Background: an optimization exercise with open tools, aiming at small area, a short achievable clock period and few clock cycles per item. Do not read the settings as production practice.
The RTL was checked by simulation tests, not by an equivalence proof against the original design.
Power and IR drop assume default switching activity.

## the reference run
==> flow/design.v <==
package iirt_pkg;
    localparam int PORT_W  = 8;
    localparam int ORIG_W  = 16;
    localparam int GEN_W   = 15;
    localparam int TDATA_W = 40;
    typedef enum logic [1:0] {
        KIND_ASSIGNED = 2'd0,
        KIND_ROUTED   = 2'd1,
        KIND_NO_MATCH = 2'd2,
        KIND_FULL     = 2'd3
    } kind_t;
    typedef struct packed {
        logic [PORT_W-1:0] port;
        logic [ORIG_W-1:0] orig;
        logic [GEN_W-1:0]  gen;
    } entry_t;
    typedef struct packed {
        logic capture;     
        logic request;     
        logic scan_step;   
        logic finish;      
    } dp_cmd_t;
    typedef struct packed {
        logic out_free;    
        logic fill_zero;   
        logic match;       
        logic pend_valid;  
        logic scan_last;   
    } dp_stat_t;
endpackage
module invoke_id_remap_table_core #(
    parameter int unsigned TABLE_DEPTH = 16,
    parameter int unsigned ID_LIMIT    = 32767
) (
    input  logic                         clk,
    input  logic                         rst_n,
    input  logic [iirt_pkg::TDATA_W-1:0] s_tdata,
    input  logic [0:0]                   s_tuser,
    input  logic                         s_tvalid,
    output logic                         s_tready,
    output logic [iirt_pkg::TDATA_W-1:0] m_tdata,
    output logic [1:0]                   m_tuser,
    output logic                         m_tlast,
    output logic                         m_tvalid,
    input  logic                         m_tready
);
    localparam int D   = TABLE_DEPTH;
    localparam int PW  = iirt_pkg::PORT_W;
    localparam int OW  = iirt_pkg::ORIG_W;
    localparam int GW  = iirt_pkg::GEN_W;
    localparam int PAD = iirt_pkg::TDATA_W - PW - OW - GW;
    localparam logic [GW-1:0] GEN_ONE = 1;
    localparam logic [GW-1:0] GEN_LIM = ID_LIMIT;
    logic          ir_op;
    logic [PW-1:0] ir_port;
    logic [OW-1:0] ir_orig;
    logic [GW-1:0] ir_gen;
    assign ir_op   = s_tuser[0];
    assign ir_port = s_tdata[PW-1:0];
    assign ir_orig = s_tdata[PW+OW-1:PW];
    assign ir_gen  = s_tdata[PW+OW+GW-1:PW+OW];
    logic [D-1:0]  v;
    logic [PW-1:0] t_port [0:D-1];
    logic [OW-1:0] t_orig [0:D-1];
    logic [GW-1:0] t_gen  [0:D-1];
    logic [GW-1:0] nid;      
    logic          b_v, b_op, b_full;
    logic          b_multi;  
    logic          b_rdy;    
    logic [D-1:0]  b_pick;   
    logic          rdy_q;    
    logic [GW-1:0] b_gen;
    logic [D-1:0]  b_sel;    
    logic          oval, olast;
    logic [1:0]    okind;
    logic [PW-1:0] oport;
    logic [OW-1:0] oorig;
    logic [GW-1:0] ogen;
    logic          sval, slast;
    logic [1:0]    skind;
    logic [PW-1:0] sport;
    logic [OW-1:0] sorig;
    logic [GW-1:0] sgen;
    logic          a_go, b_free, b_emit, b_last, full, oload;
    logic          b_v_n, b_multi_n, sval_n;
    logic          m_multi, r_multi;
    logic [D-1:0]  m, pnext, brem, shl;
    logic [1:0]    rkind;
    logic [PW-1:0] rport;
    logic [OW-1:0] rorig;
    function automatic logic multi(input logic [15:0] x);
        logic [7:0] a1, t1;
        logic [3:0] a2, t2;
        logic [1:0] a3, t3;
        for (int i = 0; i < 8; i++)
        begin
            a1[i] = x[2*i] || x[2*i+1];
            t1[i] = x[2*i] && x[2*i+1];
        end
        for (int i = 0; i < 4; i++)
        begin
            a2[i] = a1[2*i] || a1[2*i+1];
            t2[i] = t1[2*i] || t1[2*i+1] || (a1[2*i] && a1[2*i+1]);
        end
        for (int i = 0; i < 2; i++)
        begin
            a3[i] = a2[2*i] || a2[2*i+1];
            t3[i] = t2[2*i] || t2[2*i+1] || (a2[2*i] && a2[2*i+1]);
        end
        multi = t3[0] || t3[1] || (a3[0] && a3[1]);
    endfunction
    function automatic logic multi3(input logic [15:0] x);
        logic [15:0] a, t, h;
        a = x;
        t = '0;
        h = '0;
        for (int w = 8; w >= 1; w = w / 2)
            for (int i = 0; i < w; i++)
            begin
                h[i] = h[2*i] || h[2*i+1] || (t[2*i] && a[2*i+1]) || (a[2*i] && t[2*i+1]);
                t[i] = t[2*i] || t[2*i+1] || (a[2*i] && a[2*i+1]);
                a[i] = a[2*i] || a[2*i+1];
            end
        multi3 = h[0];
    endfunction
    assign b_emit   = b_v && !sval && (!b_multi || b_rdy);
    assign b_free   = rdy_q;     
    assign s_tready = b_free;
    assign a_go     = s_tvalid && b_free;
    assign full     = &v;
    always_comb
    begin
        logic seen;
        for (int i = 0; i < D; i++)
            m[i] = v[i] && ir_op && (t_gen[i] == ir_gen);
        shl[0] = 1'b1;
        for (int i = 1; i < D; i++)
            shl[i] = shl[i-1] && v[i-1];
        brem    = b_sel & ~b_pick;
        b_last  = !b_multi;
        m_multi = multi(m);
        r_multi = multi3(b_sel);
        pnext = b_rdy ? brem : b_sel;
        seen  = 1'b0;
        for (int i = D - 1; i >= 0; i--)
        begin
            logic p;
            p        = pnext[i];
            pnext[i] = p && !seen;
            seen     = seen || p;
        end
        rport  = '0;
        rorig  = '0;
        for (int i = 0; i < D; i++)
        begin
            rport = rport | (t_port[i] & {PW{b_pick[i]}});
            rorig = rorig | (t_orig[i] & {OW{b_pick[i]}});
        end
        if (b_op)
            rkind = (b_sel != '0) ? iirt_pkg::KIND_ROUTED : iirt_pkg::KIND_NO_MATCH;
        else
            rkind = b_full ? iirt_pkg::KIND_FULL : iirt_pkg::KIND_ASSIGNED;
    end
    always_ff @(posedge clk or negedge rst_n)
    begin
        if (!rst_n)
        begin
            v    <= '0;
            nid  <= GEN_ONE;
            b_v  <= 1'b0;
            oval <= 1'b0;
            sval <= 1'b0;
        end
        else
        begin
            if (a_go && !ir_op && !full)
            begin
                for (int i = 0; i < D; i++)
                    if (shl[i])
                        v[i] <= (i == 0) ? 1'b1 : v[i-1];
                nid <= (nid == GEN_LIM) ? GEN_ONE : nid + GEN_ONE;
            end
            else if (a_go)
                v <= v & ~m;
            if (b_free)
                b_v <= a_go;
            if (oload)
                oval <= sval || b_emit;
            if (!oload && b_emit)
                sval <= 1'b1;
            else if (oload)
                sval <= 1'b0;
        end
    end
    always_ff @(posedge clk)
    begin
        if (a_go && !ir_op && !full)
        begin
            for (int i = 0; i < D; i++)
                if (shl[i])
                begin
                    if (i == 0)
                    begin
                        t_port[i] <= ir_port;
                        t_orig[i] <= ir_orig;
                        t_gen[i]  <= nid;
                    end
                    else
                    begin
                        t_port[i] <= t_port[i-1];
                        t_orig[i] <= t_orig[i-1];
                        t_gen[i]  <= t_gen[i-1];
                    end
                end
        end
    end
    always_ff @(posedge clk)
    begin
        if (b_free)
        begin
            b_op   <= ir_op;
            b_full <= full;
            b_gen  <= ir_op ? ir_gen : (full ? '0 : nid);
            b_sel  <= m;
            b_pick <= m;
        end
        else if (b_multi && (!b_rdy || b_emit))
        begin
            if (b_emit)
                b_sel <= brem;
            b_pick <= pnext;
        end
    end
    always_ff @(posedge clk or negedge rst_n)
    begin
        if (!rst_n)
        begin
            b_multi <= 1'b0;
            b_rdy   <= 1'b0;
        end
        else if (b_free)
        begin
            b_multi <= a_go && m_multi;
            b_rdy   <= 1'b0;
        end
        else
        begin
            if (b_emit)
                b_multi <= r_multi;
            if (b_multi)
                b_rdy <= 1'b1;
        end
    end
    always_comb
    begin
        b_v_n     = b_free ? a_go : b_v;
        b_multi_n = b_free ? (a_go && m_multi) : (b_emit ? r_multi : b_multi);
        sval_n    = oload ? 1'b0 : (b_emit ? 1'b1 : sval);
    end
    always_ff @(posedge clk or negedge rst_n)
    begin
        if (!rst_n)
            rdy_q <= 1'b1;
        else
            rdy_q <= !b_v_n || (!sval_n && !b_multi_n);
    end
    assign oload = !oval || m_tready;
    always_ff @(posedge clk)
    begin
        if (oload)
        begin
            if (sval)
            begin
                okind <= skind;
                olast <= slast;
                oport <= sport;
                oorig <= sorig;
                ogen  <= sgen;
            end
            else
            begin
                okind <= rkind;
                olast <= b_last;
                oport <= rport;
                oorig <= rorig;
                ogen  <= b_gen;
            end
        end
    end
    always_ff @(posedge clk)
    begin
        if (!sval)
        begin
            skind <= rkind;
            slast <= b_last;
            sport <= rport;
            sorig <= rorig;
            sgen  <= b_gen;
        end
    end
    assign m_tvalid = oval;
    assign m_tuser  = okind;
    assign m_tlast  = olast;
    assign m_tdata  = {{PAD{1'b0}}, ogen, oorig, oport};
endmodule
clock: 5.0 ns
lec_check: 0
cap_margin: 20
core_margin: 2
core_utilization: 40
cts_cluster_diameter: 60
cts_cluster_size: 26
setup_slack_margin: 2.8
slew_margin: 20
standard.sh (not shown) runs the stock make flow with config.mk's settings and CLKGATE_MAP_FILE= SYNTH_SCRIPT=/design/flow/synth_recipe.tcl, a recipe that flattens the netlist after the stock synthesis.
==> flow/flow/run.sh <==
#!/bin/bash
# Layout flow: the standard flow (standard.sh) with two changes after
# synthesis, which itself runs unchanged:
#  - the input and output ports are buffered with buf_4 cells instead of the
#    default port buffer cell
#  - timing repair may resize a cell to any cell of the same function, not only
#    to one of the same footprint (MATCH_CELL_FOOTPRINT 0)
# Each step's full output goes to a log file of its own in this folder.
set -euo pipefail
EXTRA="'BUFFER_PORTS_ARGS=-buffer_cell sky130_fd_sc_hd__buf_4' MATCH_CELL_FOOTPRINT=0"
sed "s|\"\${@:-finish}\"|$EXTRA \"\${@:-finish}\"|" standard.sh > standard_extra.sh
grep -q "MATCH_CELL_FOOTPRINT=0" standard_extra.sh
bash standard.sh synth > synth.log 2>&1
bash standard_extra.sh finish > layout.log 2>&1
test -s out/final.def
The reference run: no failed stages, no open violations at the end
Testbench counts of the reference run, summed over its fixed seeds: cycles 3,216, items 3,200.
For the trial run, these inputs were changed with respect to the reference run:
- CORE_UTILIZATION now 45, was 40
- SETUP_SLACK_MARGIN now 2.7, was 2.8
Results
The trial run: flow completed, timing, DRC and antenna clean
Utilization, the reference run and the trial run, lower one = the reference run.
Going from the reference run to the trial run, share of the final layout cell area in sequential cells up 1.5 points; slack of the critical path down 0.037 ns.
Highest net fanout along the worst path sits higher in the trial run than in the reference run.
Diff the reference run -> the trial run: first-iteration DRC count shrank by about 15%, part of the total power dissipated in combinational logic down 1.1 points.

[static timing again, ports no longer ideal]
In the flow no input, the clock included, has a driving cell. The finished layouts below were timed again as built, in two steps.
Step 1 (the two cells are an assumption about what drives the block):
set clk [get_ports {clk}]
set_driving_cell -lib_cell sky130_fd_sc_hd__clkbuf_16 $clk
set_driving_cell -lib_cell sky130_fd_sc_hd__buf_2 [delete_from_list [all_inputs] $clk]
Step 2, shift: input delay + t, output delay - t, t = (earliest + latest rising clock arrival at the registers) / 2. This alone moves slack from input paths to output paths.
a / b / c = ideal / step 1 / step 2; a / b = the first two.
run | t, ns | setup WS [ns] | hold WS [ns] | latest minus earliest clock arrival (ns)
the reference run | 0.692 | 2.605 / 2.545 / 2.018 | 0.349 / 0.312 / 0.434 | 0.056 / 0.055
the trial run | 0.698 | 2.568 / 2.505 / 2.012 | 0.324 / 0.291 / 0.415 | 0.055 / 0.056
After both steps every run listed still meets setup and hold. For the reference run, which loses most, drivers alone change the setup slack by -0.060 ns; drivers and shift together by -0.587 ns.
